This design comes from an exercise in tuning for small area, a short achievable clock period and few clock cycles per item on the open sky130 flow, not from production work.
Where RTL was checked, it was by simulation tests only, not by an equivalence proof against the original.
Function not checked in runs 3 to 5: the RTL went through the layout flow alone.

$ cat flow/constraint.sdc
create_clock -name core_clock -period 8.0 [get_ports {clk}]
set_input_delay 1.6000 -clock core_clock [delete_from_list [all_inputs] [get_ports {clk}]]
set_output_delay 1.6000 -clock core_clock [all_outputs]
set_load 0.01 [all_outputs]
$ cat flow/standard.sh
#!/bin/bash
# synth_recipe.tcl (not shown) runs the flow's synth.tcl, then flattens the netlist and writes it again
# the make line also repeats each setting of config.mk as NAME=value (left out here)
make -C /OpenROAD-flow-scripts/flow DESIGN_CONFIG=/design/flow/config.mk WORK_HOME=/design/flow/orfs CLKGATE_MAP_FILE= SYNTH_SCRIPT=/design/flow/synth_recipe.tcl "${@:-finish}"
$ cat flow/design.v
package jac_pkg;
    localparam int ADC_BITS_DEF = 10;
    localparam int SPD_W        = 8;
    localparam int NUM_AXES     = 4;
    localparam int OUT_W        = 40;
    localparam logic [6:0] TICK_MAX       = 7'd127;
    localparam logic [6:0] INTERVAL_RESET = 7'd100;
    localparam logic [7:0] MAX_SPEED_RESET = 8'd2;
    localparam logic [7:0] SPEED_DIV_RESET = 8'd20;
    localparam int LANE_LAT = 10;
endpackage
module jac_axis_lane (
    input  logic       clk,
    input  logic [9:0] sample,
    input  logic [9:0] origin,
    input  logic [9:0] axis_min,
    input  logic [9:0] axis_max,
    input  logic [7:0] ms1,          
    input  logic [9:0] ms3,          
    input  logic [7:0] dv1,          
    input  logic [9:0] dv3,          
    output logic [7:0] speed,
    output logic       neg,
    output logic [7:0] uprod,        
    output logic       sat_g         
);
    localparam logic [6:0] PCT_FULL = 7'd100;
    function automatic logic fix(input logic a, input logic zero, input logic clamp,
                                 input int j);
        fix = zero ? 1'b0 : (clamp ? PCT_FULL[j] : a);
    endfunction
    function automatic logic [8:0] qstep4(input logic [6:0] rem, input logic [1:0] bb,
                                          input logic [7:0] d1, input logic [9:0] d3);
        logic [10:0] s1, s2, s3;
        logic [1:0]  k;
        logic [8:0]  t, r;
        t  = {rem, bb};
        s1 = {2'b0, t} - {3'b0, d1};
        s2 = {2'b0, t} - {2'b0, d1, 1'b0};
        s3 = {2'b0, t} - {1'b0, d3};
        if (!s3[10])      begin k = 2'd3; r = s3[8:0]; end
        else if (!s2[10]) begin k = 2'd2; r = s2[8:0]; end
        else if (!s1[10]) begin k = 2'd1; r = s1[8:0]; end
        else              begin k = 2'd0; r = t;       end
        qstep4 = {k, r[6:0]};
    endfunction
    function automatic logic [13:0] pstep4(input logic [11:0] hi, input logic [9:0] sp,
                                           input logic [11:0] sp3);
        logic [12:0] s1, s2, s3;
        logic [1:0]  k;
        logic [11:0] r;
        s1 = {1'b0, hi} - {3'b0, sp};
        s2 = {1'b0, hi} - {2'b0, sp, 1'b0};
        s3 = {1'b0, hi} - {1'b0, sp3};
        if (!s3[12])      begin k = 2'd3; r = s3[11:0]; end
        else if (!s2[12]) begin k = 2'd2; r = s2[11:0]; end
        else if (!s1[12]) begin k = 2'd1; r = s1[11:0]; end
        else              begin k = 2'd0; r = hi;       end
        pstep4 = {k, r};
    endfunction
    function automatic logic [9:0] msel(input logic [1:0] k, input logic [7:0] m1,
                                        input logic [9:0] m3);
        case (k)
            2'd0: msel = 10'd0;
            2'd1: msel = {2'b0, m1};
            2'd2: msel = {1'b0, m1, 1'b0};
            default: msel = m3;
        endcase
    endfunction
    logic [10:0] a_diff, a_ndiff, a_sn, a_sp;
    logic        a_neg;
    always_comb
    begin
        a_diff  = {1'b0, sample} - {1'b0, origin};
        a_ndiff = {1'b0, origin} - {1'b0, sample};
        a_sn    = {1'b0, origin} - {1'b0, axis_min};
        a_sp    = {1'b0, axis_max} - {1'b0, origin};
        a_neg   = a_diff[10];
    end
    logic [9:0]  ra_dlt;
    logic [10:0] ra_spn;
    logic        ra_neg;
    always_ff @(posedge clk)
    begin
        ra_dlt <= a_neg ? a_ndiff[9:0] : a_diff[9:0];
        ra_spn <= a_neg ? a_sn : a_sp;
        ra_neg <= a_neg;
    end
    logic [10:0] b_cmp;
    always_comb
        b_cmp = {1'b0, ra_dlt} - {1'b0, ra_spn[9:0]};
    logic [16:0] rb_n;
    logic [9:0]  rb_sp;
    logic [11:0] rb_sp3;
    logic        rb_neg, rb_zero, rb_clamp;
    always_ff @(posedge clk)
    begin
        rb_n     <= {1'b0, ra_dlt, 6'd0} + {2'b0, ra_dlt, 5'd0} + {5'b0, ra_dlt, 2'd0};
        rb_sp    <= ra_spn[9:0];
        rb_sp3   <= {2'b0, ra_spn[9:0]} + {1'b0, ra_spn[9:0], 1'b0};
        rb_neg   <= ra_neg;
        rb_zero  <= ra_spn[10] || (ra_spn[9:0] == 10'd0);
        rb_clamp <= !b_cmp[10];
    end
    logic [13:0] d1_p;
    always_comb
        d1_p = pstep4(rb_n[16:5], rb_sp, rb_sp3);
    logic [14:0] r1_r;
    logic [9:0]  r1_sp;
    logic [11:0] r1_sp3;
    logic        r1_neg, r1_zero, r1_clamp;
    logic [1:0]  r1_a;
    always_ff @(posedge clk)
    begin
        r1_r     <= {d1_p[9:0], rb_n[4:0]};
        r1_sp    <= rb_sp;
        r1_sp3   <= rb_sp3;
        r1_neg   <= rb_neg;
        r1_zero  <= rb_zero;
        r1_clamp <= rb_clamp;
        r1_a     <= {fix(d1_p[13], rb_zero, rb_clamp, 6), fix(d1_p[12], rb_zero, rb_clamp, 5)};
    end
    logic [13:0] d2_p;
    logic [8:0]  d2_q;
    always_comb
    begin
        d2_p = pstep4(r1_r[14:3], r1_sp, r1_sp3);
        d2_q = qstep4(7'd0, r1_a, dv1, dv3);
    end
    logic [12:0] r2_r;
    logic [9:0]  r2_sp;
    logic [11:0] r2_sp3;
    logic        r2_neg, r2_zero, r2_clamp;
    logic [1:0]  r2_a;
    logic [6:0]  r2_qr;
    logic [1:0]  r2_q;
    logic [9:0]  r2_z;
    always_ff @(posedge clk)
    begin
        r2_r     <= {d2_p[9:0], r1_r[2:0]};
        r2_sp    <= r1_sp;
        r2_sp3   <= r1_sp3;
        r2_neg   <= r1_neg;
        r2_zero  <= r1_zero;
        r2_clamp <= r1_clamp;
        r2_a     <= {fix(d2_p[13], r1_zero, r1_clamp, 4), fix(d2_p[12], r1_zero, r1_clamp, 3)};
        r2_qr    <= d2_q[6:0];
        r2_q     <= d2_q[8:7];
        r2_z     <= msel(r1_a, ms1, ms3);
    end
    logic [13:0] d3_p;
    logic [8:0]  d3_q;
    always_comb
    begin
        d3_p = pstep4(r2_r[12:1], r2_sp, r2_sp3);
        d3_q = qstep4(r2_qr, r2_a, dv1, dv3);
    end
    logic [10:0] r3_r;
    logic [9:0]  r3_sp;
    logic        r3_neg, r3_zero, r3_clamp;
    logic [1:0]  r3_a;
    logic [6:0]  r3_qr;
    logic [3:0]  r3_q;
    logic [11:0] r3_z;
    always_ff @(posedge clk)
    begin
        r3_r     <= {d3_p[9:0], r2_r[0]};
        r3_sp    <= r2_sp;
        r3_neg   <= r2_neg;
        r3_zero  <= r2_zero;
        r3_clamp <= r2_clamp;
        r3_a     <= {fix(d3_p[13], r2_zero, r2_clamp, 2), fix(d3_p[12], r2_zero, r2_clamp, 1)};
        r3_qr    <= d3_q[6:0];
        r3_q     <= {r2_q, d3_q[8:7]};
        r3_z     <= {r2_z, 2'b0} + {2'b0, msel(r2_a, ms1, ms3)};
    end
    logic [11:0] d4_c;
    logic [8:0]  d4_q;
    always_comb
    begin
        d4_c = {1'b0, r3_r} - {2'b0, r3_sp};
        d4_q = qstep4(r3_qr, r3_a, dv1, dv3);
    end
    logic        r4_neg, r4_a0;
    logic [6:0]  r4_qr;
    logic [5:0]  r4_q;
    logic [13:0] r4_z;
    always_ff @(posedge clk)
    begin
        r4_neg <= r3_neg;
        r4_a0  <= fix(!d4_c[11], r3_zero, r3_clamp, 0);
        r4_qr  <= d4_q[6:0];
        r4_q   <= {r3_q, d4_q[8:7]};
        r4_z   <= {r3_z, 2'b0} + {4'b0, msel(r3_a, ms1, ms3)};
    end
    logic [8:0] d5_t;
    always_comb
        d5_t = {1'b0, r4_qr, r4_a0} - {1'b0, dv1};
    logic        r5_neg;
    logic [6:0]  r5_q;
    logic [14:0] r5_z;
    always_ff @(posedge clk)
    begin
        r5_neg <= r4_neg;
        r5_q   <= {r4_q, !d5_t[8]};
        r5_z   <= {r4_z, 1'b0} + (r4_a0 ? {7'b0, ms1} : 15'd0);
    end
    logic [14:0] f1_pp [7];
    logic [14:0] f1_s1, f1_c1, f1_s2, f1_c2, f1_s3, f1_c3, f1_s4, f1_c4, f1_s5, f1_c5;
    logic        f1_hi;
    always_comb
    begin
        f1_hi = 1'b0;
        for (int i = 0; i < 7; i++)
        begin
            f1_pp[i] = r5_q[i] ? 15'({r5_z, 7'd0} >> (7 - i)) : 15'd0;
            f1_pp[i][14] = 1'b0;
            f1_hi = f1_hi || (r5_q[i] && ((r5_z >> (14 - i)) != 15'd0));
        end
        f1_s1 = f1_pp[0] ^ f1_pp[1] ^ f1_pp[2];
        f1_c1 = ((f1_pp[0] & f1_pp[1]) | (f1_pp[0] & f1_pp[2]) | (f1_pp[1] & f1_pp[2])) << 1;
        f1_s2 = f1_pp[3] ^ f1_pp[4] ^ f1_pp[5];
        f1_c2 = ((f1_pp[3] & f1_pp[4]) | (f1_pp[3] & f1_pp[5]) | (f1_pp[4] & f1_pp[5])) << 1;
        f1_s3 = f1_s1 ^ f1_c1 ^ f1_pp[6];
        f1_c3 = ((f1_s1 & f1_c1) | (f1_s1 & f1_pp[6]) | (f1_c1 & f1_pp[6])) << 1;
        f1_s4 = f1_s2 ^ f1_c2 ^ f1_s3;
        f1_c4 = ((f1_s2 & f1_c2) | (f1_s2 & f1_s3) | (f1_c2 & f1_s3)) << 1;
        f1_s5 = f1_s4 ^ f1_c4 ^ f1_c3;
        f1_c5 = ((f1_s4 & f1_c4) | (f1_s4 & f1_c3) | (f1_c4 & f1_c3)) << 1;
        f1_hi = f1_hi || f1_s1[14] || f1_c1[14] || f1_s2[14] || f1_c2[14] || f1_s3[14]
              || f1_c3[14] || f1_s4[14] || f1_c4[14] || f1_s5[14] || f1_c5[14];
    end
    logic        r6_neg, r6_sat;
    logic [13:0] r6_s, r6_c;
    always_ff @(posedge clk)
    begin
        r6_neg <= r5_neg;
        r6_sat <= f1_hi;
        r6_s   <= f1_s5[13:0];
        r6_c   <= f1_c5[13:0];
    end
    logic [14:0] f2_x;
    always_comb
        f2_x = {1'b0, r6_s} + {1'b0, r6_c};
    logic        r7_neg, r7_sat;
    logic [13:0] r7_x;
    always_ff @(posedge clk)
    begin
        r7_neg <= r6_neg;
        r7_sat <= r6_sat || (f2_x >= 15'd12800);
        r7_x   <= f2_x[13:0];
    end
    logic [11:0] g_y;
    logic [16:0] g_t1, g_t2, g_t3, g_t4, g_s1, g_c1, g_s2, g_c2, g_p;
    always_comb
    begin
        g_y  = r7_x[13:2];
        g_t1 = {g_y, 5'd0};
        g_t2 = {2'b0, g_y, 3'd0};
        g_t3 = {5'b0, g_y};
        g_t4 = ~{10'd0, g_y[11:5]};
        g_s1 = g_t1 ^ g_t2 ^ g_t3;
        g_c1 = ((g_t1 & g_t2) | (g_t1 & g_t3) | (g_t2 & g_t3)) << 1;
        g_s2 = g_s1 ^ g_c1 ^ g_t4;
        g_c2 = ((g_s1 & g_c1) | (g_s1 & g_t4) | (g_c1 & g_t4)) << 1;
        g_p  = g_s2 + (g_c2 | {16'd0, g_y[4:0] == 5'd0});
    end
    logic [6:0] r8_s;
    logic       r8_neg;
    always_ff @(posedge clk)
    begin
        r8_s   <= g_p[16:10] | {7{r7_sat}};
        r8_neg <= r7_neg;
    end
    assign sat_g = r7_sat;
    logic [7:0] h_pp [4];
    logic [7:0] h_s1, h_c1, h_s2, h_c2;
    always_comb
    begin
        speed = r8_neg ? 8'(-{1'b0, r8_s}) : {1'b0, r8_s};
        neg   = r8_neg;
        for (int i = 0; i < 4; i++)
        begin
            case ((i < 3) ? r8_s[2*i +: 2] : {1'b0, r8_s[6]})
                2'd0: h_pp[i] = 8'd0;
                2'd1: h_pp[i] = 8'(dv1 << (2 * i));
                2'd2: h_pp[i] = 8'(dv1 << (2 * i + 1));
                default: h_pp[i] = 8'(dv3 << (2 * i));
            endcase
        end
        h_s1 = h_pp[0] ^ h_pp[1] ^ h_pp[2];
        h_c1 = ((h_pp[0] & h_pp[1]) | (h_pp[0] & h_pp[2]) | (h_pp[1] & h_pp[2])) << 1;
        h_s2 = h_s1 ^ h_c1 ^ h_pp[3];
        h_c2 = ((h_s1 & h_c1) | (h_s1 & h_pp[3]) | (h_c1 & h_pp[3])) << 1;
        uprod = h_s2 + h_c2;
    end
endmodule
import jac_pkg::*;
module joystick_axes_to_cursor_motion_unit #(
    parameter int ADC_BITS = jac_pkg::ADC_BITS_DEF
) (
    input  logic                          clk,
    input  logic                          rst_n,
    input  logic                          s_axis_tvalid,
    output logic                          s_axis_tready,
    input  logic [((4*ADC_BITS+8)/8)*8-1:0] s_axis_tdata,
    output logic                          m_axis_tvalid,
    input  logic                          m_axis_tready,
    output logic [jac_pkg::OUT_W-1:0]     m_axis_tdata,
    input  logic                          cfg_we,
    input  logic [2:0]                    cfg_addr,
    input  logic [(ADC_BITS > 8 ? ADC_BITS : 8)-1:0] cfg_data
);
    localparam int QD = 6;               
    localparam int FD = LANE_LAT + 4;    
    logic [9:0] origin_reg [NUM_AXES];
    logic [9:0] amin_reg, amax_reg;
    logic [7:0] max_speed_reg, speed_div_reg;
    logic [6:0] ticks_reg, interval_reg;
    logic       rdy_reg;
    logic       pend_reg;            
    logic [FD-1:0] fed_reg;          
    logic       ivl_wait_reg;        
    logic       allow1_reg;          
    logic       spec_reg;            
    logic       spec_fed_reg;        
    logic       early_reg;           
    logic       dfix_reg;            
    logic       dfix_s_reg;          
    logic       dfix_fed_reg;        
    logic [1:0] rb_cnt_reg;          
    logic       res_done_reg;        
    logic [QD-1:0] q_v, q_upd, q_prs;  
    logic          out_valid_reg, out_upd_reg, out_prs_reg;
    logic [35:0]   out_res_reg;
    logic [9:0]  smp_reg [NUM_AXES];
    logic [7:0]  spd_reg [3];
    logic [7:0]  spd3_reg;
    logic [7:0]  u1_reg;             
    logic        n1_reg;             
    logic        xz_reg;             
    logic [9:0]  rsel_reg, osel_reg;  
    logic [3:0]  flag_reg;           
    logic [7:0]  lane_speed, lane_uprod;
    logic        lane_neg;
    logic [7:0]  dv1_reg;            
    logic [9:0]  dv3_reg, ms3_reg;   
    logic [6:0]  ivl127_reg;         
    logic        nz127_reg;          
    logic        lane_sat;
    logic [7:0]  u127, m127;
    always_ff @(posedge clk)
    begin
        dv1_reg <= (speed_div_reg == 8'd0) ? 8'd1 : speed_div_reg;
        dv3_reg <= (speed_div_reg == 8'd0) ? 10'd3
                 : {2'b0, speed_div_reg} + {1'b0, speed_div_reg, 1'b0};
        ms3_reg <= {2'b0, max_speed_reg} + {1'b0, max_speed_reg, 1'b0};
        ivl127_reg <= (m127 >= 8'd100) ? 7'd1 : 7'(8'd100 - m127);
        nz127_reg  <= u127 != 8'd0;
    end
    always_comb
    begin
        u127 = {dv1_reg[0], 7'd0} - dv1_reg;
        m127 = u127[7] ? 8'(-u127) : u127;
    end
    jac_axis_lane u_lane (
        .clk       (clk),
        .sample    (rsel_reg),
        .origin    (osel_reg),
        .axis_min  (amin_reg),
        .axis_max  (amax_reg),
        .ms1       (max_speed_reg),
        .ms3       (ms3_reg),
        .dv1       (dv1_reg),
        .dv3       (dv3_reg),
        .speed     (lane_speed),
        .neg       (lane_neg),
        .uprod     (lane_uprod),
        .sat_g     (lane_sat)
    );
    logic       in_fire, report;
    logic [6:0] ticks_inc;
    logic       out_take, out_load, feed_go, res_last;
    logic       cap_x, cap_y, cap_x2;
    logic       head_ok;
    logic [QD-1:0] q_v_next, q_upd_next, q_prs_next, q_kept;
    logic       ivl_s, ivl_x, ivl_y, resolve, spec_keep, spec_drop, res_win;
    logic       ivl_wait_next, allow1_next, spec_next, spec_fed_next;
    logic       early_next, pend_next;
    logic [6:0] ticks_next, ivl_after;
    logic [FD-1:0] fed_next;
    logic       smp_free_next;
    logic [7:0] m_sel, m_mag;
    logic signed [7:0] vx;
    logic [6:0] ivl_new;
    always_comb
    begin
        in_fire   = s_axis_tvalid && rdy_reg;
        ticks_inc = (ticks_reg == TICK_MAX) ? TICK_MAX : ticks_reg + 7'd1;
        report    = ivl_wait_reg ? !allow1_reg : (ticks_reg >= interval_reg);
        out_take  = out_valid_reg && m_axis_tready;
        cap_x     = fed_reg[LANE_LAT];
        cap_y     = fed_reg[LANE_LAT + 1];
        cap_x2    = fed_reg[LANE_LAT + 2];
        res_last  = fed_reg[LANE_LAT + 3];
        head_ok   = q_v[0] && (!q_upd[0] || res_done_reg || res_last);
        out_load  = head_ok && (!out_valid_reg || m_axis_tready);
        ivl_s   = fed_reg[LANE_LAT - 1] && lane_sat && nz127_reg && !dfix_reg;
        ivl_x   = cap_y && (u1_reg != 8'd0) && !early_reg;
        ivl_y   = cap_x2 && xz_reg && (u1_reg != 8'd0) && !early_reg;
        resolve = ivl_s || ivl_x || (cap_x2 && !early_reg);
        m_sel     = u1_reg;
        m_mag     = m_sel[7] ? 8'(-m_sel) : m_sel;
        ivl_new   = (m_mag >= 8'd100) ? 7'd1 : 7'(8'd100 - m_mag);
        ivl_after = ivl_s ? ivl127_reg : (ivl_x || ivl_y) ? ivl_new : interval_reg;
        vx        = n1_reg ? 8'(-u1_reg) : u1_reg;
        spec_keep = resolve && spec_reg && (ivl_after == 7'd1);
        spec_drop = resolve && spec_reg && (ivl_after != 7'd1);
        res_win   = fed_reg[LANE_LAT - 1] || cap_y || cap_x2;
        feed_go   = (pend_reg || (in_fire && report)) && !(spec_reg && res_win)
                 && !fed_reg[0] && !fed_reg[1] && !fed_reg[2]
                 && (rb_cnt_reg == 2'd0
                     || (rb_cnt_reg == 2'd1 && q_upd[0] && (!out_valid_reg || m_axis_tready)));
        for (int i = 0; i < QD; i++)
        begin
            q_kept[i] = out_load ? ((i < QD - 1) ? q_v[(i + 1) % QD] : 1'b0) : q_v[i];
            if (q_kept[i])
            begin
                q_upd_next[i] = out_load ? q_upd[(i + 1) % QD] : q_upd[i];
                q_prs_next[i] = out_load ? q_prs[(i + 1) % QD] : q_prs[i];
            end
            else
            begin
                q_upd_next[i] = report;
                q_prs_next[i] = !s_axis_tdata[NUM_AXES*ADC_BITS];
            end
            q_v_next[i] = q_kept[i] || (in_fire && (i == 0 || q_kept[(i + QD - 1) % QD]));
        end
        if (dfix_reg)
            for (int i = 1; i < QD; i++)
                if (q_v[i] && (i == QD - 1 || !q_v[(i + 1) % QD]))
                begin
                    if (out_load)
                        q_upd_next[i - 1] = 1'b0;
                    else
                        q_upd_next[i] = 1'b0;
                end
        fed_next = {fed_reg[FD-2:0], feed_go};
        if (dfix_reg)
        begin
            fed_next[LANE_LAT-3:2] = '0;
            if (!dfix_s_reg)
                fed_next[LANE_LAT+2:LANE_LAT-2] = '0;
        end
        pend_next = (pend_reg || (in_fire && report)) && !feed_go && !spec_drop;
        ticks_next = ticks_reg;
        if (in_fire)
            ticks_next = report ? 7'd0 : ticks_inc;
        if (spec_drop)
            ticks_next = 7'd2;
        ivl_wait_next = ivl_wait_reg;
        allow1_next   = allow1_reg;
        spec_next     = spec_reg;
        spec_fed_next = spec_fed_reg || (spec_reg && feed_go);
        if (resolve)
        begin
            if (spec_keep)
            begin
                spec_next   = 1'b0;
                allow1_next = 1'b1;
            end
            else
            begin
                ivl_wait_next = 1'b0;
                spec_next     = 1'b0;
            end
        end
        if (in_fire)
        begin
            if (!ivl_wait_reg)
            begin
                ivl_wait_next = report;
                allow1_next   = report;
            end
            else if (allow1_reg)
                allow1_next   = 1'b0;
            else
            begin
                spec_next     = 1'b1;
                spec_fed_next = feed_go;
            end
        end
        if (!spec_next)
            spec_fed_next = 1'b0;
        early_next = cap_x2 ? 1'b0 : (ivl_s || ivl_x) ? 1'b1 : early_reg;
        smp_free_next = !pend_next && !fed_next[0] && !fed_next[1];
    end
    always_ff @(posedge clk or negedge rst_n)
    begin
        if (!rst_n)
        begin
            ticks_reg     <= '0;
            interval_reg  <= INTERVAL_RESET;
            rdy_reg       <= 1'b1;
            pend_reg      <= 1'b0;
            fed_reg       <= '0;
            ivl_wait_reg  <= 1'b0;
            allow1_reg    <= 1'b0;
            spec_reg      <= 1'b0;
            spec_fed_reg  <= 1'b0;
            early_reg     <= 1'b0;
            dfix_reg      <= 1'b0;
            dfix_s_reg    <= 1'b0;
            dfix_fed_reg  <= 1'b0;
            rb_cnt_reg    <= '0;
            res_done_reg  <= 1'b0;
            q_v           <= '0;
            q_upd         <= '0;
            q_prs         <= '0;
            out_valid_reg <= 1'b0;
            out_upd_reg   <= 1'b0;
            out_prs_reg   <= 1'b0;
            for (int i = 0; i < NUM_AXES; i++)
                origin_reg[i] <= 10'd512;
            amin_reg      <= '0;
            amax_reg      <= 10'd1023;
            max_speed_reg <= MAX_SPEED_RESET;
            speed_div_reg <= SPEED_DIV_RESET;
        end
        else
        begin
            ticks_reg <= ticks_next;
            if (ivl_s || ivl_x || ivl_y)
                interval_reg <= ivl_after;
            rdy_reg      <= !q_v_next[QD-1]
                         && (resolve || !ivl_wait_next || allow1_next
                             || (!spec_next && ticks_next == 7'd1 && smp_free_next
                                 && !fed_next[LANE_LAT-1] && !fed_next[LANE_LAT+1]
                                 && !fed_next[LANE_LAT+2]));
            ivl_wait_reg <= ivl_wait_next;
            allow1_reg   <= allow1_next;
            spec_reg     <= spec_next;
            spec_fed_reg <= spec_fed_next;
            early_reg    <= early_next;
            pend_reg <= pend_next;
            fed_reg  <= fed_next;
            rb_cnt_reg <= rb_cnt_reg + 2'(feed_go) - 2'(out_load && q_upd[0])
                        - 2'(dfix_reg && dfix_fed_reg);
            dfix_reg     <= spec_drop;
            dfix_s_reg   <= ivl_s;
            dfix_fed_reg <= spec_fed_reg;
            if (out_load && q_upd[0])
                res_done_reg <= 1'b0;
            else if (res_last)
                res_done_reg <= 1'b1;
            q_v   <= q_v_next;
            q_upd <= q_upd_next;
            q_prs <= q_prs_next;
            if (out_load)
            begin
                out_valid_reg <= 1'b1;
                out_upd_reg   <= q_upd[0];
                out_prs_reg   <= q_prs[0];
            end
            else if (m_axis_tready)
                out_valid_reg <= 1'b0;
            if (cfg_we)
            begin
                case (cfg_addr)
                    3'd0: origin_reg[0] <= cfg_data[9:0];
                    3'd1: origin_reg[1] <= cfg_data[9:0];
                    3'd2: origin_reg[2] <= cfg_data[9:0];
                    3'd3: origin_reg[3] <= cfg_data[9:0];
                    3'd4: amin_reg      <= cfg_data[9:0];
                    3'd5: amax_reg      <= cfg_data[9:0];
                    3'd6: max_speed_reg <= cfg_data[7:0];
                    3'd7: speed_div_reg <= cfg_data[7:0];
                    default: ;
                endcase
            end
        end
    end
    always_ff @(posedge clk)
    begin
        if (in_fire && report)
            for (int i = 0; i < NUM_AXES; i++)
                smp_reg[i] <= s_axis_tdata[i*ADC_BITS +: ADC_BITS];
        if (cap_x)
            spd_reg[0] <= lane_speed;
        if (cap_y)
        begin
            spd_reg[1]    <= lane_speed;
            flag_reg[1:0] <= {vx < -8'sd5, vx > 8'sd5};
            xz_reg        <= u1_reg == 8'd0;
        end
        if (cap_x2)
        begin
            spd_reg[2] <= lane_speed;
            flag_reg[3:2] <= {vx < -8'sd5, vx > 8'sd5};
        end
        if (out_load)
            out_res_reg <= q_upd[0] ? {flag_reg, res_last ? lane_speed : spd3_reg, spd_reg[2],
                                       spd_reg[1], spd_reg[0]}
                                    : 36'd0;
    end
    always_ff @(posedge clk)
        if (res_last)
            spd3_reg <= lane_speed;
    always_ff @(posedge clk)
    begin
        u1_reg <= lane_uprod;
        n1_reg <= lane_neg;
        if (fed_reg[0])
        begin
            rsel_reg <= smp_reg[1];
            osel_reg <= origin_reg[1];
        end
        else if (fed_reg[1])
        begin
            rsel_reg <= smp_reg[2];
            osel_reg <= origin_reg[2];
        end
        else if (fed_reg[2])
        begin
            rsel_reg <= smp_reg[3];
            osel_reg <= origin_reg[3];
        end
        else
        begin
            rsel_reg <= pend_reg ? smp_reg[0] : s_axis_tdata[ADC_BITS-1:0];
            osel_reg <= origin_reg[0];
        end
    end
    assign s_axis_tready = rdy_reg;
    assign m_axis_tvalid = out_valid_reg;
    assign m_axis_tdata  = {2'b00, out_upd_reg, out_prs_reg, out_res_reg};
endmodule
$ cat flow/flow/run.sh
#!/bin/bash
# Standard ORFS layout (the standard.sh, standard synthesis unchanged),
# except that the port buffers inserted before global placement are buf_2
# cells instead of the cell buffer_ports picks by default.
set -euo pipefail
export BUFFER_PORTS_ARGS="-buffer_cell sky130_fd_sc_hd__buf_2"
bash standard.sh finish > standard_finish.log 2>&1
$ cat flow/config.mk
export PLATFORM = sky130hd
export DESIGN_NAME = joystick_axes_to_cursor_motion_unit
export DESIGN_NICKNAME = joystick_axes_to_cursor_motion_unit
export VERILOG_FILES = /design/flow/design.v
export SDC_FILE = /design/flow/constraint.sdc
export NUM_CORES = 4
export LEC_CHECK = 0
export CAP_MARGIN = 20
export CORE_MARGIN = 2
export CORE_UTILIZATION = 55
export SETUP_SLACK_MARGIN = 5.0
export SLEW_MARGIN = 20
==> results of run 1 <==
## synthesized netlist by cell type (7+ instances only)
cell and n:
a211oi_1 18, a21boi_0 26, a21o_1 63, a21oi_1 212, a221oi_1 12, a22oi_1 18
a31oi_1 15, and2_1 125, and3_1 11, buf_2 18, buf_4 7, clkbuf_1 71
dfrtp_1 117, dfstp_2 21, dfxtp_1 374, edfxtp_1 105, fa_1 99, ha_1 361
inv_1 333, mux2_2 84, mux2i_1 91, nand2_1 237, nand2b_1 66, nand3_1 25
nand3b_1 20, nand4b_1 8, nor2_1 222, nor2b_1 83, nor3_1 50, nor3b_1 7
nor4_1 9, o211ai_1 20, o21a_1 37, o21ai_0 215, o21ai_1 15, o21bai_1 29
o221ai_1 13, o22ai_1 10, o31ai_1 10, or3_1 12, xnor2_1 139, xor2_1 49
## cell type report
| class | count | area (um2) |
|---|---|---|
| Fill cell | 5258 | 22990 |
| Multi-Input combinational cell | 2513 | 19970 |
| Sequential cell | 617 | 14190 |
| Clock buffer | 100 | 2081 |
| Inverter | 340 | 1306 |
| Timing Repair Buffer | 192 | 1290 |
| Tap cell | 846 | 1059 |
| Clock inverter | 28 | 420.4 |
| Antenna cell | 1 | 2.502 |
## cell families after synthesis
family                     count (synthesis)  synth area share
AOI/OAI and AO/OA                        777            0.1374
and+or+nand+nor                          910            0.1304
xor gates and xnor gates                 189           0.04706
muxes                                    175           0.05255
buffers and inverters                    444           0.04898
other                                      1         0.0001061
DFF                                      617            0.3996
adders and majority gates                460            0.1839
## critical path: cells and delay by family, from the launching register on
family	cells	cell delay (ns)
AOI/OAI and AO/OA	6	0.91
xor gates and xnor gates	1	0.16
and+or+nand+nor	2	0.15
adders and majority gates	3	1.26
buffers and inverters	1	0.18
DFF	1	0.35
## timing repair
action / in CTS / in global routing
setup buffers: 37 / 39
pin swaps: 19 / 32
gates resized for setup: 77 / 100
cloned: 0 / 1
setup endpoints to repair: 120 / 87
## through the flow
| stage | setup slack, ns | cells |
|---|---|---|
| detailed placement | 4.273 | 4431 |
| global placement | 4.339 | 4431 |
| global route | 4.748 | 4636 |
| finish | 4.902 | 4637 |
| CTS | 4.815 | 4596 |
| floorplan | 4.680 | 3574 |
## per-layer routing
metal	wire length, um	vias to the layer above	track usage
met3	3276	106	0.03428
met5	0	-	0
met2	36470	476	0.3904
li1	-	12630	-
met1	37420	12000	0.3283
met4	1455	0	0.06118
## path summary, 6_finish.rpt
kind	startpoint	end	slack [ns]	depth (start not counted)
worst max register to register	u_lane.r7_x[4]	u_lane.r8_s[4]	4.90	13
worst min register to register	u_lane.r6_s[3]	u_lane.r7_x[3]	0.32	0
max in group asynchronous	rst_n	max_speed_reg[2]	5.55	2
worst min-delay path	u_lane.r6_s[3]	u_lane.r7_x[3]	0.32	0
worst max-delay path	u_lane.r7_x[4]	u_lane.r8_s[4]	4.90	13
min in group asynchronous	rst_n	q_upd[2]	0.98	1
==> flow_metrics.env, run 1 <==
export IMPL_async_reset_ff_frac=0.2237
export IMPL_yosysSeqAreaShare=0.3996
export IMPL_outcome="no timing/DRC/antenna violations"
export IMPL_first_pass_iters=5
export IMPL_clkLatencyLatePin_ns=0.60
export IMPL_tightest_slew_ns=0.9622
export IMPL_viasPerCell=5.437
export IMPL_path_max_fanout=4
export IMPL_holdWs_ns=0.3199
export IMPL_ys_flop_type="dfxtp_1"
export IMPL_htree_levels=3
export IMPL_worst_setup_path_type="reg -> reg"
export IMPL_report_final_slew_viol_count=0
export IMPL_cp_data_required_time_ns=8.49
export IMPL_yosysTopAreaCellShare=0.2119
export IMPL_drc=0
export IMPL_cpMostUsedCell="fa_1"
export IMPL_crit_slowest_cell="fa_1"
export IMPL_numCtsBuffers=70
export IMPL_syn_area_um2=35330
export IMPL_fp_dieArea_um2=66290
export IMPL_yosysWarnings=7
export IMPL_rsz0062_at_grt="true"
export IMPL_wl_per_cell_um=16.96
export IMPL_synth_edf_count=105
export IMPL_die_w_um=257.5
export IMPL_drv_cap=0
export IMPL_nets=4260
export IMPL_cts_tree="built"
export IMPL_wl_um=78620
export IMPL_syn_inst=3573
export IMPL_num_vias=25210
export IMPL_synth_distinct_cells=93
export IMPL_grt_max_degree=77
export IMPL_synth_area_top_cells="dfxtp_1 21%, ha_1 13%, edfxtp_1 8.9%"
export IMPL_antenna_found_initial=0
export IMPL_hold_viol_final=0
export IMPL_io_pin_count=108
export IMPL_placement_rows=92
export IMPL_layout_drive_gt1_share=0.1485
export IMPL_period_needed_ns=3.098
export IMPL_post_dp_cell_area_um2=36620
export IMPL_arrival_ns=3.58
export IMPL_place_congestion=0.8595
export IMPL_post_route_util=0.6369
export IMPL_cts_root_buf="clkbuf_16"
export IMPL_crit_path_max_incr_delay_ns=0.56
export IMPL_numPortBuffers=98
export IMPL_grt_usage=0.2372
export IMPL_path_clk_slew_ns=0.06
export IMPL_synth_top_area_cell="dfxtp_1"
export IMPL_slew_headroom=0.3585
export IMPL_fin_skew_ns=0.01977
export IMPL_timing_final_crit_share=0.3873
export IMPL_synth_area_per_cell_um2=9.889
export IMPL_cp_end_kind="flip-flop"
export IMPL_grt_ovfl_total=0
export IMPL_setup_viol=0
export IMPL_ys_ff_latch=617
export IMPL_initial_core_util=0.5581
export IMPL_fmax_mhz=322.7
export IMPL_grt_pass1_vias=25520
export IMPL_synthToLayoutAreaGrowth_pct=14.12
export IMPL_cts_hold_buffers_added=0
export IMPL_coreArea_um2=63310
export IMPL_hold_path_class="reg -> reg"
export IMPL_start_kind="flip-flop"
export IMPL_detail_route_iter0_violations=1328
export IMPL_ant_nets=0
export IMPL_cp_cell_sequence="fa_1 -> fa_1 -> ha_4 -> a21o_1 -> a21oi_2 -> o21ai_2 -> a211oi_2 -> nor2_2 -> o41ai_4 -> buf_6 -> o21bai_4 -> xnor2_2 -> nand2b_1"
export IMPL_final_area_um2=40320
export IMPL_numClockSinks=617
export IMPL_cts_buffer_depth=3
export IMPL_final_cell_mix="351 x ha_1, 347 x dfxtp_1, 324 x inv_1, 229 x nand2_1, 217 x nor2_1"
export IMPL_fin_tns_setup_ns=0
export IMPL_die_y_um=257.5
export IMPL_layout_commonest_cell="ha_1"
export IMPL_grt_pass1_wl_um=128900
export IMPL_dp_hpwl_um=58440
Testbench counts, summed over its fixed seeds: cycles 36,773, items 25,600.
==> run 2, diff against run 1 <==
==> flow/flow/run.sh (replaced) <==
#!/bin/bash
# Standard ORFS layout (the standard.sh, standard synthesis unchanged),
# except that the port buffers inserted before global placement are buf_2
# cells instead of the cell buffer_ports picks by default, and clock tree
# synthesis uses clkbuf_8 cells without dummy loads.
set -euo pipefail
export BUFFER_PORTS_ARGS="-buffer_cell sky130_fd_sc_hd__buf_2"
export CTS_ARGS="-sink_clustering_enable -repair_clock_nets -dont_use_dummy_load -buf_list sky130_fd_sc_hd__clkbuf_8 -sink_clustering_size 40"
bash standard.sh finish > standard_finish.log 2>&1
--- a/flow/config.mk
+++ b/flow/config.mk
@@ -10,2 +10,4 @@
 export CORE_UTILIZATION = 55
+export CTS_BUF_LIST = sky130_fd_sc_hd__clkbuf_8
+export CTS_CLUSTER_SIZE = 40
 export SETUP_SLACK_MARGIN = 5.0
==> run 2 against run 1 <==
Maximum frequency down 0.90%. Non-clock buffer count is 5 higher. Area after synthesis unchanged. Flip-flop and latch count unchanged. Critical path depth stayed put.
==> flow_metrics.env, run 2 <==
export IMPL_start_kind="flip-flop"
export IMPL_crit_path_max_incr_delay_ns=0.56
export IMPL_cts_tree="built"
export IMPL_setup_viol=0
export IMPL_startpoint="u_lane.r7_x[4]"
export IMPL_final_cell_mix="347 x ha_1, 343 x dfxtp_1, 322 x inv_1, 230 x nand2_1, 216 x nor2_1"
export IMPL_r2r_setup_slack_ns=4.87
export IMPL_cts_buffer_depth=3
export IMPL_use_met2=0.3897
export IMPL_grt_pass1_wl_um=128700
export IMPL_use_met3=0.04058
export IMPL_detail_route_iter0_violations=1237
export IMPL_grt_pass1_vias=25690
export IMPL_fp_dieArea_um2=66290
export IMPL_grt_use_met1=0.3249
export IMPL_num_vias=25260
export IMPL_wl_per_cell_um=16.95
export IMPL_seq_area_um2=14190
export IMPL_crit_family="adder cells"
export IMPL_slew_headroom=0.3582
export IMPL_synth_edf_count=105
export IMPL_numPortBuffers=98
export IMPL_synth_distinct_cells=93
export IMPL_io_pin_count=108
export IMPL_outcome="no timing/DRC/antenna violations"
export IMPL_multi_input_area_um2=20030
export IMPL_wl_um=78230
export IMPL_cpMostUsedCell="fa_1"
export IMPL_yosysSeqAreaShare=0.3996
export IMPL_min_from="u_lane.r1_r[2]"
export IMPL_die_y_um=257.5
export IMPL_grt_usage=0.2369
export IMPL_dp_hpwl_um=58440
export IMPL_syn_area_um2=35330
export IMPL_antenna_found_initial=0
export IMPL_reg2regPathDepth=13
export IMPL_ys_flop_type="dfxtp_1"
export IMPL_path_max_fanout=4
export IMPL_yosysWarnings=7
export IMPL_fmax_mhz=319.8
export IMPL_grt_ovfl_total=0
export IMPL_synth_area_top_cells="dfxtp_1 21%, ha_1 13%, edfxtp_1 8.9%"
export IMPL_crit_slowest_cell="fa_1"
export IMPL_synthToLayoutAreaGrowth_pct=11.25
export IMPL_die_w_um=257.5
export IMPL_yosysTopAreaCellShare=0.2119
export IMPL_tightest_slew_ns=0.9627
export IMPL_hold_viol_final=0
export IMPL_synth_top_area_cell="dfxtp_1"
export IMPL_ys_ff_latch=617
export IMPL_path_clk_slew_ns=0.06
export IMPL_synth_area_per_cell_um2=9.889
export IMPL_drc=0
export IMPL_min_to="u_lane.r2_r[2]"
export IMPL_fin_tns_setup_ns=0
export IMPL_rr_endpoint="u_lane.r8_s[4]"
export IMPL_layout_drive_gt1_share=0.1515
export IMPL_report_final_slew_viol_count=0
export IMPL_synth_common_cells="374 x dfxtp_1, 361 x ha_1, 333 x inv_1"
export IMPL_numClockSinks=617
export IMPL_nets=4296
export IMPL_hold_depth=0
export IMPL_arrival_ns=3.67
export IMPL_initial_core_util=0.5581
export IMPL_post_route_util=0.6209
export IMPL_cts_root_buf="clkbuf_8"
export IMPL_async_reset_ff_frac=0.2237
export IMPL_timing_critical_path_buf_inv=1
export IMPL_cp_end_kind="flip-flop"
export IMPL_layout_commonest_cell="ha_1"
export IMPL_timing_final_crit_share=0.3908
export IMPL_grt_max_degree=77
export IMPL_worst_setup_path_type="reg -> reg"
export IMPL_viasPerCell=5.474
export IMPL_diodes=0
export IMPL_period_needed_ns=3.127
export IMPL_cp_data_required_time_ns=8.55
export IMPL_rsz0062_at_grt="true"
export IMPL_syn_inst=3573
export IMPL_rr_startpoint="u_lane.r7_x[4]"
export IMPL_fillers=5382
export IMPL_coreArea_um2=63310
export IMPL_busiest_layer="met2"
export IMPL_drv_cap=0
export IMPL_place_congestion=0.8595
export IMPL_numCtsBuffers=101
export IMPL_placement_rows=92
export IMPL_synth_most_common_cell="dfxtp_1"
export IMPL_ant_nets=0
export IMPL_hold_path_class="reg -> reg"
export IMPL_cp_cell_sequence="fa_1 -> fa_1 -> ha_4 -> a21o_1 -> a21oi_2 -> o21ai_2 -> a211oi_2 -> nor2_2 -> o41ai_4 -> buf_4 -> o21bai_1 -> xnor2_1 -> nand2b_1"
export IMPL_htree_levels=3
export IMPL_first_pass_iters=6
export IMPL_fin_skew_ns=0.08616
export IMPL_clkLatencyLatePin_ns=0.70
==> run 2: through the flow <==
step           std cells  area (um2)  setup slack [ns]  hold slack, ns
2_1_floorplan       3574       35430             4.680          0.3096
3_3_place_gp        4431       36620             4.339          0.3111
3_5_place_dp        4431       36620             4.273          0.3121
4_1_cts             4576       38690             4.812          0.3048
5_1_grt             4614       39310             4.728          0.3189
6_report            4614       39310             4.873          0.3088
==> run 2: cells by family (layout without fill, tap and decap cells) <==
kind of cell / count (synthesis) / in the layout / share of synthesized area
DFF: 617 / 617 / 0.3996
other: 1 / 2 / 0.0001061
and+or+nand+nor: 910 / 910 / 0.1304
xor gates and xnor gates: 189 / 189 / 0.04706
buffers and inverters: 444 / 638 / 0.04898
adders and majority gates: 460 / 460 / 0.1839
AOI/OAI and AO/OA: 777 / 777 / 0.1374
muxes: 175 / 175 / 0.05255
==> run 2: worst max path at each step <==
stage | end | slack, ns | cells past startpoint
6_report | u_lane.r8_s[4] | 4.87 | 13
5_1_grt | u_lane.r8_s[4] | 4.73 | 13
4_1_cts | u_lane.r8_s[4] | 4.81 | 13
3_5_place_dp | u_lane.r3_qr[3] | 4.27 | 11
3_3_place_gp | u_lane.r3_qr[3] | 4.34 | 11
2_1_floorplan | rb_cnt_reg[1] | 4.68 | 8
==> run 2: area by class of cell <==
type	count	share of cell area
sequential	617	0.3611
timing repair buffer	197	0.03361
multi-input combinational	2513	0.5097
tap	846	0.02693
clock buffer	101	0.03537
inverter	340	0.03330
==> run 2: routing by layer <==
metal | up-vias | part of all wire
met1 | 12060 | 0.47
met4 | 0 | 0.019
met5 | - | 0
met3 | 115 | 0.041
li1 | 12630 | -
met2 | 459 | 0.47
==> run 2: repair_timing <==
item                                    4_1_cts  5_1_grt
pin swaps                                    23       37
gates resized for setup                      98       89
setup buffers                                44       37
endpoints found under the setup margin       86       88
cloned                                        0        1
hold buffers                                  0        0
==> run 3, diff against run 2 <==
--- a/flow/design.v
+++ b/flow/design.v
@@ -242,6 +242,19 @@
     logic [14:0] f2_x;
+    logic [11:0] f2_y;
+    logic [16:0] f2_t1, f2_t2, f2_t3, f2_t4, f2_s1, f2_c1, f2_s2, f2_c2;
     always_comb
-        f2_x = {1'b0, r6_s} + {1'b0, r6_c};
+    begin
+        f2_x  = {1'b0, r6_s} + {1'b0, r6_c};
+        f2_y  = f2_x[13:2];
+        f2_t1 = {f2_y, 5'd0};
+        f2_t2 = {2'b0, f2_y, 3'd0};
+        f2_t3 = {5'b0, f2_y};
+        f2_t4 = ~{10'd0, f2_y[11:5]};
+        f2_s1 = f2_t1 ^ f2_t2 ^ f2_t3;
+        f2_c1 = ((f2_t1 & f2_t2) | (f2_t1 & f2_t3) | (f2_t2 & f2_t3)) << 1;
+        f2_s2 = f2_s1 ^ f2_c1 ^ f2_t4;
+        f2_c2 = ((f2_s1 & f2_c1) | (f2_s1 & f2_t4) | (f2_c1 & f2_t4)) << 1;
+    end
     logic        r7_neg, r7_sat;
-    logic [13:0] r7_x;
+    logic [16:0] r7_ps, r7_pc;
     always_ff @(posedge clk)
@@ -250,19 +263,8 @@
         r7_sat <= r6_sat || (f2_x >= 15'd12800);
-        r7_x   <= f2_x[13:0];
+        r7_ps  <= f2_s2;
+        r7_pc  <= f2_c2 | {16'd0, f2_y[4:0] == 5'd0};
     end
-    logic [11:0] g_y;
-    logic [16:0] g_t1, g_t2, g_t3, g_t4, g_s1, g_c1, g_s2, g_c2, g_p;
+    logic [16:0] g_p;
     always_comb
-    begin
-        g_y  = r7_x[13:2];
-        g_t1 = {g_y, 5'd0};
-        g_t2 = {2'b0, g_y, 3'd0};
-        g_t3 = {5'b0, g_y};
-        g_t4 = ~{10'd0, g_y[11:5]};
-        g_s1 = g_t1 ^ g_t2 ^ g_t3;
-        g_c1 = ((g_t1 & g_t2) | (g_t1 & g_t3) | (g_t2 & g_t3)) << 1;
-        g_s2 = g_s1 ^ g_c1 ^ g_t4;
-        g_c2 = ((g_s1 & g_c1) | (g_s1 & g_t4) | (g_c1 & g_t4)) << 1;
-        g_p  = g_s2 + (g_c2 | {16'd0, g_y[4:0] == 5'd0});
-    end
+        g_p = r7_ps + r7_pc;
     logic [6:0] r8_s;
==> flow/flow/run.sh (replaced) <==
#!/bin/bash
# Standard ORFS layout (the standard.sh, standard synthesis unchanged),
# except that the port buffers inserted before global placement are buf_2
# cells instead of the cell buffer_ports picks by default.
set -euo pipefail
export BUFFER_PORTS_ARGS="-buffer_cell sky130_fd_sc_hd__buf_2"
bash standard.sh finish > standard_finish.log 2>&1
==> run 3 against run 2 <==
Still clean on timing, DRC and antenna. Wire length rose by 0.15%. Via count is 1.1% higher. Flip-flop and latch count is 22 higher. Critical path depth fell by 2. Sequential share of layout area fell by 0.057 points. Clock-buffer cell count increased by 41. Maximum frequency grew 3.5%. Hold slack improved by 0.015 ns. Die area increased by 0.49%. Global-route usage decreased by 0.58 points. Largest cell class unchanged.
==> flow_metrics.env, run 3 <==
export IMPL_numPortBuffers=98
export IMPL_grt_max_degree=79
export IMPL_yosysTopAreaCellShare=0.2233
export IMPL_fp_dieArea_um2=66610
export IMPL_coreArea_um2=64120
export IMPL_report_final_slew_viol_count=0
export IMPL_startpoint="u_lane.r8_s[0]"
export IMPL_detail_route_iter0_violations=1239
export IMPL_syn_area_um2=35510
export IMPL_tightest_slew_ns=0.9962
export IMPL_io_pin_count=108
export IMPL_setup_ws_ns=4.979
export IMPL_syn_inst=3566
export IMPL_async_reset_ff_frac=0.2160
export IMPL_first_pass_iters=5
export IMPL_synth_edf_count=105
export IMPL_num_vias=25530
export IMPL_rr_startpoint="u_lane.r8_s[0]"
export IMPL_period_needed_ns=3.021
export IMPL_cts_buffer_depth=3
export IMPL_dp_hpwl_um=56840
export IMPL_reg2regPathDepth=11
export IMPL_min_to="u_lane.r4_q[5]"
export IMPL_cp_end_kind="flip-flop"
export IMPL_hold_viol_final=0
export IMPL_final_area_um2=40600
export IMPL_wl_um=78350
export IMPL_cts_tree="built"
export IMPL_drc=0
export IMPL_numClockSinks=639
export IMPL_wl_per_cell_um=16.55
export IMPL_synth_top_area_cell="dfxtp_1"
export IMPL_setup_viol=0
export IMPL_layout_commonest_cell="inv_1"
export IMPL_die_w_um=258.1
export IMPL_slew_headroom=0.3359
export IMPL_ys_flop_type="dfxtp_1"
export IMPL_antenna_found_initial=2
export IMPL_place_congestion=0.8842
export IMPL_grt_ovfl_total=0
export IMPL_layout_drive_gt1_share=0.1680
export IMPL_initial_core_util=0.5538
export IMPL_die_y_um=258.1
export IMPL_viasPerCell=5.393
export IMPL_fin_skew_ns=0.02997
export IMPL_grt_usage=0.2311
export IMPL_grt_pass1_wl_um=126700
export IMPL_drv_cap=0
export IMPL_cp_data_required_time_ns=8.59
export IMPL_path_clk_slew_ns=0.06
export IMPL_worst_setup_path_type="reg -> reg"
export IMPL_path_max_fanout=6
export IMPL_cts_root_buf="clkbuf_8"
export IMPL_r2r_setup_slack_ns=4.98
export IMPL_synth_area_per_cell_um2=9.958
export IMPL_hold_depth=0
export IMPL_start_kind="flip-flop"
export IMPL_fmax_mhz=331.0
export IMPL_timing_final_crit_share=0.3776
export IMPL_yosysWarnings=7
export IMPL_grt_pass1_vias=25770
export IMPL_numCtsBuffers=107
export IMPL_synth_common_cells="396 x dfxtp_1, 363 x ha_1, 351 x inv_1"
export IMPL_placement_rows=93
export IMPL_htree_levels=3
export IMPL_nets=4311
export IMPL_synthToLayoutAreaGrowth_pct=14.34
export IMPL_outcome="no timing/DRC/antenna violations"
export IMPL_ant_nets=0
export IMPL_post_route_util=0.6332
export IMPL_clkLatencyLatePin_ns=0.70
export IMPL_min_from="u_lane.r3_q[3]"
export IMPL_hold_path_class="reg -> reg"
export IMPL_rr_endpoint="u1_reg[7]"
export IMPL_rsz0062_at_grt="true"
export IMPL_dp_slack_ns=4.208
export IMPL_final_cell_mix="371 x inv_1, 363 x dfxtp_1, 350 x ha_1, 225 x nand2_1, 212 x a21oi_1"
export IMPL_fin_tns_setup_ns=0
export IMPL_arrival_ns=3.61
export IMPL_synth_most_common_cell="dfxtp_1"
export IMPL_post_dp_cell_area_um2=36820
export IMPL_yosysSeqAreaShare=0.4100
export IMPL_ys_ff_latch=639
export IMPL_synth_distinct_cells=96
export IMPL_synth_area_top_cells="dfxtp_1 22%, ha_1 13%, edfxtp_1 8.9%"
run 3: cell types whose count changed after synthesis, moves of 13 or more:
cell	change
a21oi_1	+13
buf_2	-16
clkbuf_1	+17
dfxtp_1	+22
inv_1	+18
nor2_1	-18
o21a_1	-17
run 3: final cells by class:
cell class,instances,area [um2]
Antenna cell,5,12.51
Multi-Input combinational cell,2470,19720
Clock buffer,142,1954
Inverter,355,1369
Tap cell,855,1070
Sequential cell,639,14640
Clock inverter,58,384.1
Timing Repair Buffer,210,1448
Fill cell,5373,23520
run 3: cells by family after synthesis:
family / synth area share
flops: 0.4100
other cells: 0.0001056
compound gates: 0.1338
simple gates: 0.1266
fa+ha+maj: 0.1837
buf+inv: 0.04965
xor+xnor: 0.04711
mux: 0.04901
run 3: metrics by stage:
stage	std cells	hold WS (ns)
after CTS	4672	0.3215
after floorplan	3567	0.3096
after global routing	4734	0.3298
after global placement	4431	0.3113
final	4734	0.3242
after detailed placement	4431	0.3121
run 3: how the worst max path moves through the flow:
stage / end / slack, ns / cells past startpoint
finish: u1_reg[7] / 4.98 / 11
floorplan: rb_cnt_reg[1] / 4.65 / 10
CTS: u1_reg[7] / 4.81 / 11
global route: u1_reg[7] / 4.90 / 14
detailed placement: u1_reg[7] / 4.21 / 10
global placement: u1_reg[7] / 4.30 / 10
run 3: what timing repair did:
action,in CTS,in global routing
hold buffers,0,0
setup endpoints to repair,92,92
gates resized for setup,84,116
cloned,0,4
buffers inserted,41,53
pin swaps,18,50
run 3: critical path, stage by stage (launching register included):
cell,delay [ns]
dfxtp_4,0.42
inv_4,0.06
ha_4,0.19
a221oi_2,0.26
a21oi_1,0.09
fa_1,0.47
fa_1,0.56
ha_4,0.23
a21oi_4,0.17
xnor2_2,0.13
xnor2_1,0.10
xnor2_1,0.26
run 3: per-layer routing:
metal	GRT usage	up-vias	wire length, um
met5	0	-	0
met4	0.07884	0	2039
met3	0.03602	147	3046
met2	0.3844	461	36940
met1	0.3078	12230	36320
li1	-	12690	-
==> run 4, diff against run 3 <==
==> flow/flow/run.sh (replaced) <==
#!/bin/bash
# Standard ORFS layout (the standard.sh, standard synthesis unchanged),
# except that the port buffers inserted before global placement are buf_2
# cells instead of the cell buffer_ports picks by default, and clock tree
# synthesis uses clkbuf_8 cells without dummy loads.
set -euo pipefail
export BUFFER_PORTS_ARGS="-buffer_cell sky130_fd_sc_hd__buf_2"
export CTS_ARGS="-sink_clustering_enable -repair_clock_nets -dont_use_dummy_load -buf_list sky130_fd_sc_hd__clkbuf_8 -sink_clustering_size 40"
bash standard.sh finish > standard_finish.log 2>&1
==> run 4 against run 3 <==
Hold slack worse by 0.026 ns. Flip-flop and latch count unchanged. Clock-buffer cell count fell by 35. Clock skew grew 0.025 ns. Worst setup slack got worse by 0.15 ns. Critical endpoint unchanged. Largest cell class unchanged.
==> flow_metrics.env, run 4 <==
export IMPL_fp_dieArea_um2=66610
export IMPL_yosysWarnings=7
export IMPL_outcome="no timing/DRC/antenna violations"
export IMPL_synth_edf_count=105
export IMPL_rr_startpoint="u_lane.r8_s[0]"
export IMPL_io_pin_count=108
export IMPL_clkLatencyLatePin_ns=0.68
export IMPL_timing_final_crit_share=0.3963
export IMPL_grt_ovfl_total=0
export IMPL_yosysTopAreaCellShare=0.2233
export IMPL_ys_ff_latch=639
export IMPL_hold_path_class="reg -> reg"
export IMPL_die_w_um=258.1
export IMPL_path_clk_slew_ns=0.05
export IMPL_crit_slowest_cell="fa_1"
export IMPL_first_pass_iters=5
export IMPL_synth_area_per_cell_um2=9.958
export IMPL_fin_skew_ns=0.05519
export IMPL_grt_pass1_wl_um=125700
export IMPL_period_needed_ns=3.170
export IMPL_startpoint="u_lane.r8_s[0]"
export IMPL_wl_per_cell_um=16.69
export IMPL_nets=4303
export IMPL_cts_tree="built"
export IMPL_yosysSeqAreaShare=0.4100
export IMPL_synth_most_common_cell="dfxtp_1"
export IMPL_final_cell_mix="368 x dfxtp_1, 350 x ha_1, 338 x inv_1, 225 x nand2_1, 213 x a21oi_1"
export IMPL_min_from="u_lane.r4_q[3]"
export IMPL_slew_headroom=0.3293
export IMPL_detail_route_iter0_violations=1215
export IMPL_holdWs_ns=0.2977
export IMPL_worst_setup_path_type="reg -> reg"
export IMPL_synth_top_area_cell="dfxtp_1"
export IMPL_place_congestion=0.8842
export IMPL_viasPerCell=5.457
export IMPL_coreArea_um2=64120
export IMPL_layout_commonest_cell="dfxtp_1"
export IMPL_syn_area_um2=35510
export IMPL_hold_depth=0
export IMPL_post_route_util=0.6185
export IMPL_synth_area_top_cells="dfxtp_1 22%, ha_1 13%, edfxtp_1 8.9%"
export IMPL_arrival_ns=3.74
export IMPL_path_max_fanout=8
export IMPL_cts_buffer_depth=3
export IMPL_die_y_um=258.1
export IMPL_cp_data_required_time_ns=8.57
export IMPL_antenna_found_initial=2
export IMPL_async_reset_ff_frac=0.2160
export IMPL_grt_pass1_vias=25580
export IMPL_drv_cap=0
export IMPL_hold_viol_final=0
export IMPL_grt_max_degree=79
export IMPL_cp_end_kind="flip-flop"
export IMPL_ant_nets=0
export IMPL_layout_drive_gt1_share=0.1529
export IMPL_numCtsBuffers=107
export IMPL_cp_cell_sequence="inv_4 -> ha_4 -> a221oi_1 -> a21oi_1 -> fa_1 -> fa_1 -> ha_4 -> a21oi_2 -> xnor2_2 -> xnor2_1 -> xnor2_1"
export IMPL_synthToLayoutAreaGrowth_pct=11.67
export IMPL_wl_um=77350
export IMPL_placement_rows=93
export IMPL_setup_viol=0
export IMPL_reg2regPathDepth=11
export IMPL_ys_flop_type="dfxtp_1"
export IMPL_drc=0
export IMPL_grt_usage=0.2292
export IMPL_report_final_slew_viol_count=0
export IMPL_numPortBuffers=98
export IMPL_numClockSinks=639
export IMPL_synth_common_cells="396 x dfxtp_1, 363 x ha_1, 351 x inv_1"
export IMPL_rsz0062_at_grt="true"
export IMPL_crit_path_max_incr_delay_ns=0.56
export IMPL_fmax_mhz=315.4
export IMPL_fin_tns_setup_ns=0
export IMPL_cts_root_buf="clkbuf_8"
export IMPL_synth_distinct_cells=96
export IMPL_htree_levels=3
export IMPL_cts_hold_buffers_added=0
export IMPL_tightest_slew_ns=1.006
export IMPL_syn_inst=3566
export IMPL_initial_core_util=0.5538
export IMPL_start_kind="flip-flop"
export IMPL_num_vias=25290
export IMPL_dp_hpwl_um=56840
==> run 4: cell count changes in the layout (fill, tap and decap cells not counted), sizes merged <==
cell    change
clkinv     -16
buf         -8
clkbuf     -35
diode       +1
bufinv      -5
inv        -37
==> run 4: cells by family (layout without fill, tap and decap cells) <==
kind of cell    Yosys count  count (layout)  share of synthesized area
mux                     164             164                    0.04901
other cells               1               8                  0.0001056
fa+ha+maj               462             462                     0.1837
buf+inv                 459             664                    0.04965
flops                   639             639                     0.4100
xor+xnor                191             191                    0.04711
simple gates            890             890                     0.1266
compound gates          760             761                     0.1338
==> run 4: final timing paths <==
path	endpoint	slack, ns
worst max-delay path	u1_reg[7]	4.83
worst min-delay path	u_lane.r5_q[4]	0.30
worst max register to register	u1_reg[7]	4.83
worst min register to register	u_lane.r5_q[4]	0.30
max in group asynchronous	max_speed_reg[3]	5.61
min in group asynchronous	out_prs_reg	0.89
==> run 4: layout make-up <==
type	instances	area, um2
fillers	5447	24460
multi-input cells	2470	19700
flip-flops and latches	639	14630
clock buffers	107	1473
repair buffers	202	1403
inverters	355	1366
well taps	855	1070
diodes	6	15.01
==> run 4: per-layer routing <==
layer / global-route usage / vias to the layer above / share of wire
li1: - / 12590 / -
met1: 0.3068 / 12130 / 0.46
met2: 0.3832 / 432 / 0.48
met3: 0.03259 / 141 / 0.038
met4: 0.07563 / 0 / 0.024
met5: 0 / - / 0
==> run 4: timing repair <==
action,in CTS,in global routing
endpoints found under the setup margin,96,91
pin swaps,20,41
buffers inserted,35,51
gates resized for setup,88,101
cloned,0,4
==> run 4: worst max-delay path, delay by kind of cell (launching register included) <==
| kind | cells | cell delay, ns |
|---|---|---|
| buffers and inverters | 1 | 0.07 |
| DFF | 1 | 0.44 |
| xor gates and xnor gates | 3 | 0.52 |
| AOI/OAI and AO/OA | 3 | 0.58 |
| adders and majority gates | 4 | 1.44 |
==> run 4: per-stage QoR <==
stage	cells	cell area (um2)	setup slack, ns
final	4634	39650	4.830
after detailed placement	4431	36820	4.208
after global placement	4431	36820	4.295
after CTS	4573	38850	4.859
after global routing	4633	39650	4.801
after floorplan	3567	35600	4.646
==> run 5, diff against run 4 <==
--- a/flow/design.v
+++ b/flow/design.v
@@ -267,10 +267,32 @@
     logic [16:0] g_p;
+    logic [6:0]  g_s;
+    logic [7:0]  g_pp [4];
     always_comb
+    begin
         g_p = r7_ps + r7_pc;
+        g_s = g_p[16:10] | {7{r7_sat}};
+        for (int i = 0; i < 4; i++)
+        begin
+            case ((i < 3) ? g_s[2*i +: 2] : {1'b0, g_s[6]})
+                2'd0: g_pp[i] = 8'd0;
+                2'd1: g_pp[i] = 8'(dv1 << (2 * i));
+                2'd2: g_pp[i] = 8'(dv1 << (2 * i + 1));
+                default: g_pp[i] = 8'(dv3 << (2 * i));
+            endcase
+        end
+    end
     logic [6:0] r8_s;
     logic       r8_neg;
+    logic [7:0] r8_pp0;
+    logic [7:2] r8_pp1;
+    logic [7:4] r8_pp2;
+    logic [7:6] r8_pp3;
     always_ff @(posedge clk)
     begin
-        r8_s   <= g_p[16:10] | {7{r7_sat}};
+        r8_s   <= g_s;
         r8_neg <= r7_neg;
+        r8_pp0 <= g_pp[0];
+        r8_pp1 <= g_pp[1][7:2];
+        r8_pp2 <= g_pp[2][7:4];
+        r8_pp3 <= g_pp[3][7:6];
     end
@@ -283,11 +305,6 @@
         neg   = r8_neg;
-        for (int i = 0; i < 4; i++)
-        begin
-            case ((i < 3) ? r8_s[2*i +: 2] : {1'b0, r8_s[6]})
-                2'd0: h_pp[i] = 8'd0;
-                2'd1: h_pp[i] = 8'(dv1 << (2 * i));
-                2'd2: h_pp[i] = 8'(dv1 << (2 * i + 1));
-                default: h_pp[i] = 8'(dv3 << (2 * i));
-            endcase
-        end
+        h_pp[0] = r8_pp0;
+        h_pp[1] = {r8_pp1, 2'b0};
+        h_pp[2] = {r8_pp2, 4'b0};
+        h_pp[3] = {r8_pp3, 6'b0};
         h_s1 = h_pp[0] ^ h_pp[1] ^ h_pp[2];
==> run 5 against run 4 <==
Global-route usage grew 0.97 points. Critical path depth decreased by 10. Still clean. Die area grew 2.7%.
==> flow_metrics.env, run 5 <==
export IMPL_outcome="no timing/DRC/antenna violations"
export IMPL_yosysSeqAreaShare=0.4100
export IMPL_hold_path_class="reg -> reg"
export IMPL_cp_end_kind="output pin"
export IMPL_ys_ff_latch=659
export IMPL_grt_ovfl_total=0
export IMPL_rsz0062_at_grt="true"
export IMPL_first_pass_iters=6
export IMPL_crit_path_max_incr_delay_ns=0.58
export IMPL_ys_flop_type="dfxtp_1"
export IMPL_synth_area_per_cell_um2=10.04
export IMPL_hold_depth=0
export IMPL_ant_nets=0
export IMPL_place_inst=4522
export IMPL_wl_um=81990
export IMPL_crit_cells=1
export IMPL_use_met3=0.04017
export IMPL_dp_slack_ns=4.023
export IMPL_setup_ws_ns=5.009
export IMPL_grt_usage=0.2389
export IMPL_report_final_slew_viol_count=0
export IMPL_fmax_mhz=334.4
export IMPL_clkLatencyLatePin_ns=0.71
export IMPL_setup_viol=0
export IMPL_drv_cap=0
export IMPL_crit_slowest_cell="dfstp_2"
export IMPL_worst_setup_path_type="reg -> out"
export IMPL_busiest_layer="met2"
export IMPL_tightest_slew_ns=1.067
export IMPL_synth_top_area_cell="dfxtp_1"
export IMPL_use_met2=0.3921
export IMPL_synth_area_top_cells="dfxtp_1 23%, ha_1 12%, edfxtp_1 8.6%"
export IMPL_yosysWarnings=8
export IMPL_synth_common_cells="416 x dfxtp_1, 373 x inv_1, 360 x ha_1"
export IMPL_viasPerCell=5.554
export IMPL_wl_per_cell_um=17.39
export IMPL_synth_most_common_cell="dfxtp_1"
export IMPL_grt_pass1_wl_um=131500
export IMPL_final_cell_mix="390 x dfxtp_1, 366 x inv_1, 353 x ha_1, 215 x nand2_1"
export IMPL_num_vias=26190
export IMPL_antenna_found_initial=5
export IMPL_period_needed_ns=2.991
export IMPL_numPortBuffers=98
export IMPL_timing_final_crit_share=0.3738
export IMPL_numClockSinks=659
export IMPL_placement_rows=94
export IMPL_syn_inst=3636
export IMPL_cts_root_buf="clkbuf_8"
export IMPL_fin_tns_setup_ns=0
export IMPL_grt_max_degree=72
export IMPL_grt_use_met1=0.3241
export IMPL_crit_family="flip-flops"
export IMPL_fin_cells=4716
export IMPL_die_y_um=261.6
export IMPL_hold_viol_final=0
export IMPL_synthToLayoutAreaGrowth_pct=11.37
export IMPL_synth_distinct_cells=89
export IMPL_fp_dieArea_um2=68420
export IMPL_initial_core_util=0.5550
export IMPL_cts_hold_buffers_added=0
export IMPL_synth_edf_count=105
export IMPL_htree_levels=3
-- run 5: stage by stage --
| step | instance area, um2 | hold WS (ns) | utilization |
|---|---|---|---|
| final | 40640 | 0.2860 | 0.6182 |
| after global routing | 40640 | 0.2970 | 0.6181 |
| after CTS | 39970 | 0.2913 | 0.6079 |
| after detailed placement | 37890 | 0.3121 | 0.5763 |
| after global placement | 37890 | 0.3117 | 0.5763 |
| after floorplan | 36580 | 0.3096 | - |
-- run 5: kinds of logic (layout without fill, tap and decap cells) --
| family | after synthesis | after routing | share of synthesized area |
|---|---|---|---|
| other cells | 1 | 4 | 0.0001028 |
| simple gates | 906 | 906 | 0.1277 |
| mux | 181 | 181 | 0.05243 |
| compound gates | 780 | 780 | 0.1390 |
| buf+inv | 473 | 686 | 0.04958 |
| flops | 659 | 659 | 0.4100 |
| fa+ha+maj | 459 | 459 | 0.1777 |
| xor+xnor | 177 | 177 | 0.04351 |
-- run 5: repair_timing --
action	in CTS	in global routing
setup buffers	31	50
setup endpoints to repair	90	106
cloned	2	0
pin swaps	12	35
endpoints found under the hold margin	0	0
gates resized for setup	88	111
-- run 5: routing by layer --
metal,vias up,part of all wire
li1,12970,-
met1,12530,0.47
met2,530,0.46
met3,159,0.042
met4,0,0.027
met5,-,0
-- run 5: path summary, 6_finish.rpt --
path                               endpoint           start  slack (ns)
setup / recovery              s_axis_tready         rdy_reg        5.01
max in group asynchronous          q_upd[0]           rst_n        5.61
setup reg to reg               ivl_wait_reg       u1_reg[1]        5.05
hold reg to reg              u_lane.r2_r[2]  u_lane.r1_r[2]        0.29
min in group asynchronous  origin_reg[3][6]           rst_n        0.89
hold / removal               u_lane.r2_r[2]  u_lane.r1_r[2]        0.29
-- run 5: final cells by class --
class	instances	area, um2
fill	5537	25100
inverter	376	1443
tap	864	1081
timing repair buffer	201	1396
clock buffer	109	1500
antenna	2	5.005
multi-input combinational	2505	20190
sequential	659	15020

[static timing again, ports no longer ideal]
In the flow no input, the clock included, has a driving cell. The finished layouts below were timed again as built, in two steps.
Step 1 assumes that a clkbuf_16 drives the clock port and a buf_2 every other input.
Step 2 times the ports against the registers' clock, not the clock port: input delays grow and output delays shrink by t, the midpoint of the rising clock arrivals with the driver on.
Three values: ideal, step 1, step 2; two values: the first two.
run	shift t [ns]	setup WS [ns]	worst hold slack (ns)	clock arrival spread, ns
run 1	0.653	4.902 / 4.902 / 4.543	0.320 / 0.320 / 0.320	0.027 / 0.026
run 2	0.719	4.873 / 4.873 / 4.579	0.309 / 0.309 / 0.309	0.093 / 0.093
run 3	0.744	4.979 / 4.979 / 4.477	0.324 / 0.324 / 0.324	0.036 / 0.035
run 4	0.715	4.830 / 4.830 / 4.483	0.298 / 0.298 / 0.298	0.059 / 0.059
run 5	0.721	5.009 / 4.952 / 4.441	0.286 / 0.286 / 0.286	0.085 / 0.086
After both steps every run listed still meets setup and hold. For run 5, which loses most, drivers alone change the setup slack by -0.057 ns; drivers and shift together by -0.568 ns.
